What follows belongs to an exercise in optimizing a design on an open flow for small area; a production flow would make more cautious choices.
Where RTL was checked, it was by simulation tests only, not by an equivalence proof against the original.
Power is estimated from default activity; no workload was simulated.

## moving_average_deviation_detector_unit
module moving_average_deviation_detector_unit (
  input  logic                               clk_i,
  input  logic                               rst_ni,
  input  logic                               cfg_we_i,
  input  logic [madd_pkg::CfgIdxW-1:0]       cfg_idx_i,
  input  logic [madd_pkg::CfgDataW-1:0]      cfg_wdata_i,
  input  logic                               s_axis_tvalid,
  output logic                               s_axis_tready,
  input  logic [madd_pkg::SmpW-1:0]          s_axis_tdata,   
  output logic                               m_axis_tvalid,
  input  logic                               m_axis_tready,
  output logic [madd_pkg::OutTdataW-1:0]     m_axis_tdata    
);
export LEC_CHECK = 0
export CAP_MARGIN = 20
export CORE_MARGIN = 2
export CORE_UTILIZATION = 60
export CTS_BUF_LIST = sky130_fd_sc_hd__clkbuf_8
export CTS_CLUSTER_SIZE = 30
export GPL_TIMING_DRIVEN = 0
export SLEW_MARGIN = 20
create_clock -name core_clock -period 4.5 [get_ports {clk_i}]
standard.sh (not shown) runs the stock make flow with config.mk's settings and CLKGATE_MAP_FILE= SYNTH_SCRIPT=/design/flow/synth_recipe.tcl, a recipe that flattens the netlist after the stock synthesis.
==> flow/flow/run.sh <==
#!/bin/bash
# Own layout flow: the standard flow (standard.sh), with the standard
# synthesis unchanged, and these changes to the later steps:
#  - ports get a buf_1 each instead of the default port buffer;
#  - clock tree synthesis inserts no dummy loads, and uses clkbuf_4/clkbuf_8.
# Each step's full output goes to a log file of its own in this folder.
set -euo pipefail
bash standard.sh synth > synth.log 2>&1
export BUFFER_PORTS_ARGS="-buffer_cell sky130_fd_sc_hd__buf_1"
export CTS_ARGS="-sink_clustering_enable -repair_clock_nets -dont_use_dummy_load -buf_list {sky130_fd_sc_hd__clkbuf_4 sky130_fd_sc_hd__clkbuf_8} -sink_clustering_size 30"
bash standard.sh floorplan > floorplan.log 2>&1
bash standard.sh place > place.log 2>&1
bash standard.sh cts > cts.log 2>&1
bash standard.sh route > route.log 2>&1
bash standard.sh finish > finish.log 2>&1
The baseline passed the timing, design-rule and antenna checks.
Change:
==> flow/run.sh (new file) <==
#!/bin/bash
# synth_recipe.tcl (not shown) runs the flow's synth.tcl, then flattens the netlist and writes it again
# the make line also repeats each setting of config.mk as NAME=value (left out here)
make -C /OpenROAD-flow-scripts/flow DESIGN_CONFIG=/design/flow/config.mk WORK_HOME=/design/flow/orfs CLKGATE_MAP_FILE= SYNTH_SCRIPT=/design/flow/synth_recipe.tcl finish
removed: flow/flow/run.sh
removed: flow/standard.sh
Effect: The new run passed the timing, design-rule and antenna checks; critical path depth goes down by 6; routed wire length climbs by 1.8%; utilization climbs by 2.2 points; first-iteration DRC count went up by 13%; worst setup slack gets better by 20 ps; total power rose by 5.1%; register-to-register slack gets worse by 90 ps; synthesized area does not change; non-clock buffer count rose by 3; final area rose by 3.2%.

---

Another version of the RTL of moving_average_deviation_detector_unit (not shown whole).
For scale: roughly 47 I/O pins, about 0.013 mm2 of cells after synthesis.
clock: 4.5 ns
lec_check: 0
cap_margin: 20
core_margin: 2
core_utilization: 60
cts_buf_list: sky130_fd_sc_hd__clkbuf_8
cts_cluster_size: 30
gpl_timing_driven: 0
slew_margin: 20
==> flow/flow/run.sh <==
#!/bin/bash
# Own layout flow: the standard flow (standard.sh) with the standard
# synthesis unchanged, and these changes to the later steps:
#  - every port gets a buf_1 as its port buffer;
#  - clock tree synthesis uses clkbuf_8, clusters of up to 16 registers within
#    80 um, and inserts no dummy loads.
# Each step's full output goes to a log file of its own in this folder.
set -euo pipefail
bash standard.sh synth > synth.log 2>&1
export BUFFER_PORTS_ARGS="-buffer_cell sky130_fd_sc_hd__buf_1"
export CTS_ARGS="-sink_clustering_enable -repair_clock_nets -dont_use_dummy_load -buf_list sky130_fd_sc_hd__clkbuf_8 -sink_clustering_size 18 -sink_clustering_max_diameter 90"
bash standard.sh floorplan > floorplan.log 2>&1
bash standard.sh place > place.log 2>&1
bash standard.sh cts > cts.log 2>&1
bash standard.sh route > route.log 2>&1
bash standard.sh finish > finish.log 2>&1
Edit:
--- a/flow/flow/run.sh
+++ b/flow/flow/run.sh
@@ -3,6 +3,6 @@
 # synthesis unchanged, and these changes to the later steps:
 #  - every port gets a buf_1 as its port buffer;
-#  - clock tree synthesis uses clkbuf_8, clusters of up to 16 registers within
-#    80 um, and inserts no dummy loads.
+#  - clock tree synthesis uses clkbuf_8, clusters of up to 18 registers within
+#    90 um, and inserts no dummy loads.
 # Each step's full output goes to a log file of its own in this folder.
 set -euo pipefail
Settings changed: CORE_UTILIZATION 60 to 50, CTS_BUF_LIST sky130_fd_sc_hd__clkbuf_8 to default, CTS_CLUSTER_SIZE 30 to default.
Effect: Wire length grows by a few percent. Via count came out higher slightly. Setup slack gets better by 33 ps. Power goes up slightly. Combinational power is about the same. Cell count goes up by a few percent.

---

run 1:
Another version of the RTL of moving_average_deviation_detector_unit (not shown whole).
Size in the first run: roughly 880 cells after synthesis, ~300 flip-flops, ~0.013 sq mm of cells after synthesis.
Settings: LEC_CHECK=0, CAP_MARGIN=20, CORE_MARGIN=2, CORE_UTILIZATION=40, GPL_TIMING_DRIVEN=0, SLEW_MARGIN=20; clock period 4.5 ns.
run.sh (not shown) runs the stock make flow with config.mk's settings and CLKGATE_MAP_FILE= SYNTH_SCRIPT=/design/flow/synth_recipe.tcl, a recipe that flattens the netlist after the stock synthesis.
Stock flow here: none of the scripts above is used.
The final report for run 1 shows a completed flow and a layout that fails verification, specifically setup timing.
Here is what was changed in the inputs of run 2 compared with run 1.
# run 1
export LEC_CHECK = 0
export CAP_MARGIN = 20
export CORE_MARGIN = 2
export CORE_UTILIZATION = 40
export GPL_TIMING_DRIVEN = 0
export SLEW_MARGIN = 20
create_clock -name core_clock -period 4.5 [get_ports {clk_i}]
# run 2
export LEC_CHECK = 0
export CAP_MARGIN = 20
export CORE_MARGIN = 2
export CORE_UTILIZATION = 60
export CTS_BUF_LIST = sky130_fd_sc_hd__clkbuf_8
export CTS_CLUSTER_SIZE = 30
export GPL_TIMING_DRIVEN = 0
export SLEW_MARGIN = 20
create_clock -name core_clock -period 4.5 [get_ports {clk_i}]
Findings:
Going from run 1 to run 2, met1 track demand over resource went up by 11 points, number of well taps went down by 127, maximum vdd drop went up by about 11%, final wirelength went up by 0.71%, non-clock buffer count went down by about 6.4%. No crash in run 1: every stage finished, but the layout fails its final checks due to setup timing. Run 2 finished all stages; layout check result: FAIL, due to setup timing. On layout overhead on the synthesized area: between run 1 and run 2, it ends up lower for run 2. More vias were needed by run 2 than by run 1. First-pass GRT wire length went up slightly going from run 1 to run 2. Run 2 vs run 1 on sequential share of layout area: run 2 is the higher one. In run 2, the count of nets after finishing came out 10 above the value in run 1.
Modified inputs, run 3 compared to run 2
# run 2
export LEC_CHECK = 0
export CAP_MARGIN = 20
export CORE_MARGIN = 2
export CORE_UTILIZATION = 60
export CTS_BUF_LIST = sky130_fd_sc_hd__clkbuf_8
export CTS_CLUSTER_SIZE = 30
export GPL_TIMING_DRIVEN = 0
export SLEW_MARGIN = 20
create_clock -name core_clock -period 4.5 [get_ports {clk_i}]
# run 3
export LEC_CHECK = 0
export CAP_MARGIN = 20
export CORE_MARGIN = 2
export CORE_UTILIZATION = 40
export SLEW_MARGIN = 20
create_clock -name core_clock -period 4.5 [get_ports {clk_i}]
Notes after the runs:
- The net switching power of the design of run 3 is higher than that of run 2.
- In run 3 the implementation ran to completion but is not tape-out ready, as the final checks report setup timing.
- Diff run 3..run 2 | critical path depth | unchanged
- On register-to-register slack, the lower figure sits with run 2, not run 3.
- Compared run 3 vs run 2, and fraction of the core area covered by cells at the end of the flow is down in run 3.
- Re final worst setup slack: run 2 was lower than run 3.
- Against run 2, run 3 reports a mean routed wirelength per cell that is lower.
- The maximum vdd drop of run 3 was inferior to that of run 2.
- Per the comparison of run 3 with run 2, sequential share of layout area lost 5.0 points, HPWL after detailed placement picked up an extra 12%.
- Compared with run 2, run 3 is the more power-hungry design.
No run of this note included a check of the RTL's function; only the layout flow was run.

---

== sierra ==
RTL: one of the versions met above, not the one the previous note started from.
Size in the first run: roughly 780 cells after synthesis, roughly 300 flip-flops, about 0.013 sq mm of cells after synthesis.
clock: 4.5 ns
lec_check: 0
cap_margin: 20
core_margin: 2
core_utilization: 50
gpl_timing_driven: 0
slew_margin: 20
standard.sh (not shown) runs the stock make flow with config.mk's settings and CLKGATE_MAP_FILE= SYNTH_SCRIPT=/design/flow/synth_recipe.tcl, a recipe that flattens the netlist after the stock synthesis.
==> flow/flow/run.sh <==
#!/bin/bash
# Own layout flow: the standard flow (standard.sh) with the standard
# synthesis unchanged, and these changes to the later steps:
#  - every port gets a buf_1 as its port buffer;
#  - clock tree synthesis uses clkbuf_8, clusters of up to 16 registers within
#    80 um, and inserts no dummy loads.
# Each step's full output goes to a log file of its own in this folder.
set -euo pipefail
bash standard.sh synth > synth.log 2>&1
export BUFFER_PORTS_ARGS="-buffer_cell sky130_fd_sc_hd__buf_1"
export CTS_ARGS="-sink_clustering_enable -repair_clock_nets -dont_use_dummy_load -buf_list sky130_fd_sc_hd__clkbuf_8 -sink_clustering_size 16 -sink_clustering_max_diameter 80"
bash standard.sh floorplan > floorplan.log 2>&1
bash standard.sh place > place.log 2>&1
bash standard.sh cts > cts.log 2>&1
bash standard.sh route > route.log 2>&1
bash standard.sh finish > finish.log 2>&1
### sierra -> cedar
Settings: changing CORE_UTILIZATION from 50 to 60; setting CTS_BUF_LIST to sky130_fd_sc_hd__clkbuf_8 for the first time; setting CTS_CLUSTER_SIZE to 30 for the first time.
[summary]
When cedar is measured against sierra, its core utilization turns out 12 points higher. Initial cell density of the core: cedar vs sierra up 11 points. Proportion of total power due to net switching, cedar and sierra: higher on sierra. | non-clock buffer count | higher: cedar |. On cedar: area of placed instances is 0.30% lower than what sierra gave. On met1 demand-to-capacity share in global routing, the lower figure sits with sierra, not cedar. [cedar] time the final worst path needs with I/O delays and setup fell 0.11 ns relative to sierra. Via count across cedar and sierra: no real change. sierra and cedar ended up with roughly the same total leakage power. Across both runs, reg-to-reg setup timing slack was higher for cedar than for sierra. Worst setup slack: cedar > sierra.
Inputs modified between cedar and lagoon:
Settings: CTS_CLUSTER_SIZE: 30 -> unset; CORE_UTILIZATION: 60 -> 50; SLEW_MARGIN: 20 -> 5; CTS_BUF_LIST: sky130_fd_sc_hd__clkbuf_8 -> unset; CAP_MARGIN: 20 -> 5.
--- outcome ---
- lagoon | status: complete | timing, DRC, antenna: pass
- Diff cedar -> lagoon | cell count after placement | up by a few percent
- In lagoon relative to cedar, wire length had gone up by a few percent.
- Largest voltage drop on the vdd net for lagoon is lower than for cedar.
- Summary — required time of the critical path, lagoon relative to cedar: lower, by 0.05 ns.
- lagoon against cedar: final non-filler cell total increased by 5.2% relative to the old numbers, number of antenna repair diodes decreased by 1 relative to the old numbers, worst path setup slack after routing decreased by 0.074 ns relative to the old numbers, clock skew increased by 0.0031 ns relative to the old numbers.
- Compare cedar and lagoon | critical path arrival higher: lagoon
- Measured against each other, cedar and lagoon differ in number of non-clock buffers in the layout, the lower figure coming from lagoon.

what the ideal ports hide:
In the flow no input, the clock included, has a driving cell. The finished layouts below were timed again as built, in two steps. Step 1, drivers: a clkbuf_16 drives clk_i and a buf_2 each remaining input, both assumed. Step 2, shift: input delay + t, output delay - t, t = (earliest + latest rising clock arrival at the registers) / 2. This alone moves slack from input paths to output paths. a / b / c = ideal / step 1 / step 2; a / b = the first two.
| run | t (ns) | slack for setup (ns) | pins driven straight from the clock port |
|---|---|---|---|
| the first run of note 1 | 0.571 | 0.152 / 0.162 / -0.409 | 1 |
| the second run of note 1 | 0.601 | 0.171 / 0.171 / -0.363 | 1 |
| the first run of note 2 | 0.549 | 0.254 / 0.276 / -0.274 | 1 |
| the second run of note 2 | 0.569 | 0.287 / 0.309 / -0.260 | 1 |
| run 1 | 0.592 | -0.301 / -0.302 / -0.894 | 1 |
| run 2 | 0.589 | -0.302 / -0.305 / -0.894 | 1 |
| run 3 | 0.595 | -0.169 / -0.158 / -0.750 | 1 |
| sierra | 0.573 | 0.169 / 0.190 / -0.383 | 1 |
| cedar | 0.566 | 0.278 / 0.299 / -0.267 | 1 |
| lagoon | 0.575 | 0.204 / 0.227 / -0.348 | 1 |
With both steps, setup timing fails in 7 of these runs, where it was met with ideal ports. For run 1, which loses most, drivers alone change the setup slack by -0.001 ns; drivers and shift together by -0.593 ns.
